Context: an optimization exercise on an open-source flow, tuned for small area and a short achievable clock period. The choices shown serve that exercise and are no tape-out recipe.
Function was checked by simulation only, so behaviour that the tests miss may differ from the original.

// adpll_mesh_top
module adpll_mesh_top
(
    input  wire                          clk258_x,
    input  wire                          rst_n_i,
    input  wire                          cfg_req_i,
    input  wire                          cfg_we_i,
    input  wire [4-1:0]  cfg_addr_i,
    input  wire [16-1:0]  cfg_wdata_i,
    output logic                         cfg_ack_o,
    output logic [16-1:0] cfg_rdata_o,
    input  wire                          ref_i,      
    output logic [3:0]                   gen_o,      
    output logic [3:0]                   div8_o
);
clock: 15.0 ns
lec_check: 0
cap_margin: 20
core_margin: 2
core_utilization: 60
slew_margin: 20
standard.sh (not shown) runs the stock make flow with config.mk's settings and CLKGATE_MAP_FILE= SYNTH_SCRIPT=/design/flow/synth_recipe.tcl, a recipe that flattens the netlist after the stock synthesis.
==> flow/flow/run.sh <==
#!/bin/bash
# Standard layout, with timing repair aimed below the clock period: the repair
# steps (floorplan, CTS, global route) keep working on every path slower than
# the clock period less SETUP_SLACK_MARGIN. The constraints are unchanged.
set -euo pipefail
bash standard.sh SETUP_SLACK_MARGIN=8.75 TNS_END_PERCENT=20 finish > standard_flow.log 2>&1
Next try:
--- a/flow/flow/run.sh
+++ b/flow/flow/run.sh
@@ -4,3 +4,3 @@
 # the clock period less SETUP_SLACK_MARGIN. The constraints are unchanged.
 set -euo pipefail
-bash standard.sh SETUP_SLACK_MARGIN=8.75 TNS_END_PERCENT=20 finish > standard_flow.log 2>&1
+bash standard.sh SETUP_SLACK_MARGIN=8.25 TNS_END_PERCENT=10 finish > standard_flow.log 2>&1
Settings changed: CORE_UTILIZATION 60 to 50.
What happened: The new run completed with no timing, DRC or antenna violations; setup slack degrades by 0.20 ns; final area falls by 2.7%; utilization decreases by 13 points; synthesized area is unchanged; register-to-register slack is worse by 0.20 ns; clock-buffer cell count is higher by 10; synthesized cell count is unchanged; sequential share of layout area is higher by 0.58 points.

---

Starting RTL as in the previous note.
Settings: LEC_CHECK=0, CAP_MARGIN=20, CORE_MARGIN=2, CORE_UTILIZATION=50, SLEW_MARGIN=20; clock period 15.0 ns.
==> flow/flow/run.sh <==
#!/bin/bash
# Standard layout, with timing repair aimed below the clock period: the repair
# steps (floorplan, CTS, global route) keep working on every path slower than
# the clock period less SETUP_SLACK_MARGIN. The constraints are unchanged.
set -euo pipefail
bash standard.sh SETUP_SLACK_MARGIN=8.5 finish > standard_flow.log 2>&1
Edit:
--- a/flow/flow/run.sh
+++ b/flow/flow/run.sh
@@ -4,3 +4,3 @@
 # the clock period less SETUP_SLACK_MARGIN. The constraints are unchanged.
 set -euo pipefail
-bash standard.sh SETUP_SLACK_MARGIN=8.5 finish > standard_flow.log 2>&1
+bash standard.sh SETUP_SLACK_MARGIN=9.0 TNS_END_PERCENT=10 finish > standard_flow.log 2>&1
What happened: Utilization grows by 1.7 points; via count grows by 1.5%; critical path depth shrinks by 2; sequential cell count does not change; wire length grows by 2.7%; synthesized cell count stays the same; synthesized area does not change; die area is unchanged; cell count grows by 1.2%; hold slack loses 0.0036 ns.
Edit:
--- a/flow/flow/run.sh
+++ b/flow/flow/run.sh
@@ -4,3 +4,3 @@
 # the clock period less SETUP_SLACK_MARGIN. The constraints are unchanged.
 set -euo pipefail
-bash standard.sh SETUP_SLACK_MARGIN=9.0 TNS_END_PERCENT=10 finish > standard_flow.log 2>&1
+bash standard.sh SETUP_SLACK_MARGIN=9.0 finish > standard_flow.log 2>&1
--- a/flow/config.mk
+++ b/flow/config.mk
@@ -8,4 +8,4 @@
 export CAP_MARGIN = 20
 export CORE_MARGIN = 2
-export CORE_UTILIZATION = 50
+export CORE_UTILIZATION = 40
 export SLEW_MARGIN = 20
The new run passed the timing, DRC and antenna checks.
Worst hold slack gets better by 0.0097 ns.
Count of clock-buffer cells in the layout grows by 5.
Final area grows by a few percent.
First-iteration DRC count grows by roughly a tenth.
Clock skew grows by 0.035 ns.
Register-to-register slack gets worse by 0.19 ns.
Final cell count grows by a few percent.
Synthesized area does not change.

-- afterwards: timing with drivers on the ports --
Ports are ideal in the flow. The routed layouts listed here were re-timed in OpenROAD.
Step 1 assumes that a clkbuf_16 drives the clock port and a buf_2 every other input.
Step 2 moves the port delays by t, midway between the first and last clock arrival at a register: inputs arrive t later, outputs are due t later. That takes back most of the time a late clock gives input paths.
a / b / c = ideal / step 1 / step 2; a / b = the first two.
run	shift t [ns]	setup slack, ns	worst hold slack (ns)	latest minus earliest clock arrival (ns)	slew at the worst register clock pin (ns)
the first run of note 1	0.752	8.615 / 8.615 / 8.265	0.402 / 0.402 / 0.402	0.037 / 0.036	0.07 / 0.07
the second run of note 1	0.786	8.413 / 8.413 / 8.282	0.393 / 0.393 / 0.393	0.046 / 0.047	0.07 / 0.07
the first run of note 2	0.787	8.609 / 8.609 / 8.312	0.392 / 0.392 / 0.392	0.046 / 0.046	0.07 / 0.07
the second run of note 2	0.800	8.789 / 8.789 / 8.512	0.389 / 0.389 / 0.389	0.051 / 0.051	0.06 / 0.06
the third run of note 2	0.823	8.599 / 8.599 / 8.599	0.398 / 0.398 / 0.398	0.090 / 0.090	0.08 / 0.08
After both steps setup and hold are still met in every run listed. The setup slack of the first run of note 1, which loses most, moves by 0.000 ns with the drivers and by -0.350 ns with both steps.
